This is an optimization exercise on Yosys and OpenROAD, whose aim is small area and a short achievable clock period, not a production implementation. At most, simulation tests tie the RTL to the original design; equivalence was not proved.

## tundra
// tawas
module tawas
(
  input  logic                      clk,
  input  logic                      reset,
  output logic [24-1:0]    iaddr,
  input  logic [31:0]               idata,
  output logic [31:0]               daddr,
  output logic                      dcs,
  output logic                      dwr,
  output logic [31:0]               dout,
  input  logic [31:0]               din,
  output logic [4-1:0] halted
);
  localparam int PW = 24;
  logic [1:0] slice;
  logic [1:0] dec_slice;
  logic       dec_vld;
  logic [255:0] bank0, bank1, bank2, bank3;
  logic [2:0]   clr;                         
  logic         z0, z1, z2, z3;
  logic [PW-1:0] pc0, pc1, pc2, pc3;
  logic [3:0]  op;
  logic [2:0]  rd, ra, rb;
  logic [15:0] imm;
  assign op  = idata[31:28];
  assign rd  = idata[27:25];
  assign ra  = idata[24:22];
  assign rb  = idata[21:19];
  assign imm = idata[15:0];
  logic [31:0] ra_data, rb_data;
  logic [31:0] ra_oh;
  logic [7:0]  rb_oh;
  tawas_rdsel  rdsel_a0 (.sel(ra), .onehot(ra_oh[7:0]));
  tawas_rdsel1 rdsel_a1 (.sel(ra), .onehot(ra_oh[15:8]));
  tawas_rdsel2 rdsel_a2 (.sel(ra), .onehot(ra_oh[23:16]));
  tawas_rdsel3 rdsel_a3 (.sel(ra), .onehot(ra_oh[31:24]));
  tawas_rdsel  rdsel_b  (.sel(rb), .onehot(rb_oh));
  tawas_rdmux rdmux_a (.bank(bank0), .onehot(ra_oh), .q(ra_data));
  tawas_rdmux rdmux_b (.bank(bank0), .onehot({4{rb_oh}}), .q(rb_data));
  logic [15:0] d_lo, d_hi0, d_hi1;
  logic        d_c16;
  logic [15:0] d_aimm;
  assign d_aimm = imm & {16{(op == 4'd8) || (op == 4'd9)}};
  tawas_agen agen (.a(ra_data), .imm(d_aimm), .lo(d_lo), .c16(d_c16), .hi0(d_hi0), .hi1(d_hi1));
  logic [PW-1:0] d_pc_next;
  always_comb begin
    if (d_taken)
      d_pc_next = pc1 + {{(PW-16){imm[15]}}, imm};
    else if (dec_vld && !d_halt)
      d_pc_next = pc1 + PW'(1);
    else
      d_pc_next = pc1;
  end
  ...
Size: roughly 3700 cells after synthesis, about 160 I/O pins, about 0.042 mm² of cells after synthesis.
Settings: LEC_CHECK=0, CAP_MARGIN=20, CORE_MARGIN=2, CORE_UTILIZATION=40, SLEW_MARGIN=20, SYNTH_HIERARCHICAL=1, SYNTH_MINIMUM_KEEP_SIZE=0; clock period 10.0 ns.
standard.sh (not shown) runs the stock make flow with config.mk's settings and CLKGATE_MAP_FILE= SYNTH_SCRIPT=/design/flow/synth_recipe.tcl, a recipe that flattens the netlist after the stock synthesis.
==> flow/flow/run.sh <==
#!/bin/bash
set -euo pipefail
export BUFFER_PORTS_ARGS="-buffer_cell sky130_fd_sc_hd__buf_2"
export SETUP_SLACK_MARGIN=6.3
export CTS_ARGS="-sink_clustering_enable -repair_clock_nets -dont_use_dummy_load -sink_clustering_size 16 -sink_clustering_max_diameter 50 -buf_list sky130_fd_sc_hd__clkbuf_8"
bash standard.sh > standard_flow.log 2>&1
The following lists how juniper was set up differently from tundra:
-- flow/design.v --
<<< tundra, line 40
  assign onehot = 8'd1 << sel;
endmodule
module tawas_rdsel1
(
  input  logic [2:0] sel,
  output logic [7:0] onehot
);
  assign onehot = 8'd1 << sel;
endmodule
module tawas_rdsel2
(
  input  logic [2:0] sel,
  output logic [7:0] onehot
);
  assign onehot = 8'd1 << sel;
endmodule
module tawas_rdsel3
(
  input  logic [2:0] sel,
>>> juniper, line 40
  assign onehot = 8'd1 << sel;
endmodule
module tawas_rdsel_hi
(
  input  logic [2:0] sel,
<<< tundra, line 64
(
  input  logic [255:0] bank,
  input  logic [31:0]  onehot,       
  output logic [31:0]  q
);
>>> juniper, line 50
(
  input  logic [255:0] bank,
  input  logic [7:0]   onehot_lo,    
  input  logic [7:0]   onehot_hi,    
  output logic [31:0]  q
);
<<< tundra, line 70
    q = '0;
    for (int k = 0; k < 8; k++) begin
      for (int j = 0; j < 4; j++) begin
        q[8*j +: 8] = q[8*j +: 8] | (bank[k*32 + 8*j +: 8] & {8{onehot[8*j + k]}});
      end
    end
  end
>>> juniper, line 57
    q = '0;
    for (int k = 0; k < 8; k++) begin
      q[15:0]  = q[15:0]  | (bank[k*32 +: 16]      & {16{onehot_lo[k]}});
      q[31:16] = q[31:16] | (bank[k*32 + 16 +: 16] & {16{onehot_hi[k]}});
    end
  end
<<< tundra, line 201
  assign imm = idata[15:0];
  logic [31:0] ra_data, rb_data;
  logic [31:0] ra_oh;
  logic [7:0]  rb_oh;
  tawas_rdsel  rdsel_a0 (.sel(ra), .onehot(ra_oh[7:0]));
  tawas_rdsel1 rdsel_a1 (.sel(ra), .onehot(ra_oh[15:8]));
  tawas_rdsel2 rdsel_a2 (.sel(ra), .onehot(ra_oh[23:16]));
  tawas_rdsel3 rdsel_a3 (.sel(ra), .onehot(ra_oh[31:24]));
  tawas_rdsel  rdsel_b  (.sel(rb), .onehot(rb_oh));
  tawas_rdmux rdmux_a (.bank(bank0), .onehot(ra_oh), .q(ra_data));
  tawas_rdmux rdmux_b (.bank(bank0), .onehot({4{rb_oh}}), .q(rb_data));
  logic [15:0] d_lo, d_hi0, d_hi1;
  logic        d_c16;
>>> juniper, line 187
  assign imm = idata[15:0];
  logic [31:0] ra_data, rb_data;
  logic [7:0] ra_oh, ra_oh_hi, rb_oh;
  tawas_rdsel    rdsel_a    (.sel(ra), .onehot(ra_oh));
  tawas_rdsel_hi rdsel_a_hi (.sel(ra), .onehot(ra_oh_hi));
  tawas_rdsel    rdsel_b    (.sel(rb), .onehot(rb_oh));
  tawas_rdmux rdmux_a (.bank(bank0), .onehot_lo(ra_oh), .onehot_hi(ra_oh_hi), .q(ra_data));
  tawas_rdmux rdmux_b (.bank(bank0), .onehot_lo(rb_oh), .onehot_hi(rb_oh), .q(rb_data));
  logic [15:0] d_lo, d_hi0, d_hi1;
  logic        d_c16;
==> run summary <==
NOTE wire length of the first global-routing pass tundra->juniper increased by a few percent. Any difference in non-filler instance count after layout between tundra and juniper is small enough to ignore. Level count of the clock H-tree delta (tundra -> juniper): insignificant. Summary of juniper over tundra: total core area went up; total of clock buffers placed in the layout now larger; worst hold slack has increased; area after synthesis has increased; headroom to the max-slew limit now larger. Non-clock buffer count ended up 2 lower on juniper than on tundra. juniper vs tundra, floorplan die width went up by about 0.5%.
Function not checked in tundra: the RTL went through the layout flow alone.

-- afterwards: timing with drivers on the ports --
No port has a modelled driver above. Below, the same layouts with a new extraction and two added sets of constraints.
Step 1, drivers: a clkbuf_16 drives clk and a buf_2 each remaining input, both assumed.
Step 2 times the ports against the registers' clock, not the clock port: input delays grow and output delays shrink by t, the midpoint of the rising clock arrivals with the driver on.
a / b / c = ideal / step 1 / step 2; a / b = the first two.
run	t (ns)	setup slack, ns	clock arrival spread, ns	slew at the worst register clock pin (ns)	cell pins on the clock port's net
tundra	0.777	6.218 / 6.026 / 5.248	0.109 / 0.109	0.10 / 0.10	1
juniper	0.774	6.207 / 6.141 / 5.367	0.100 / 0.100	0.10 / 0.10	1
After both steps every run listed still meets setup and hold. For tundra, which loses most, drivers alone change the setup slack by -0.192 ns; drivers and shift together by -0.970 ns.
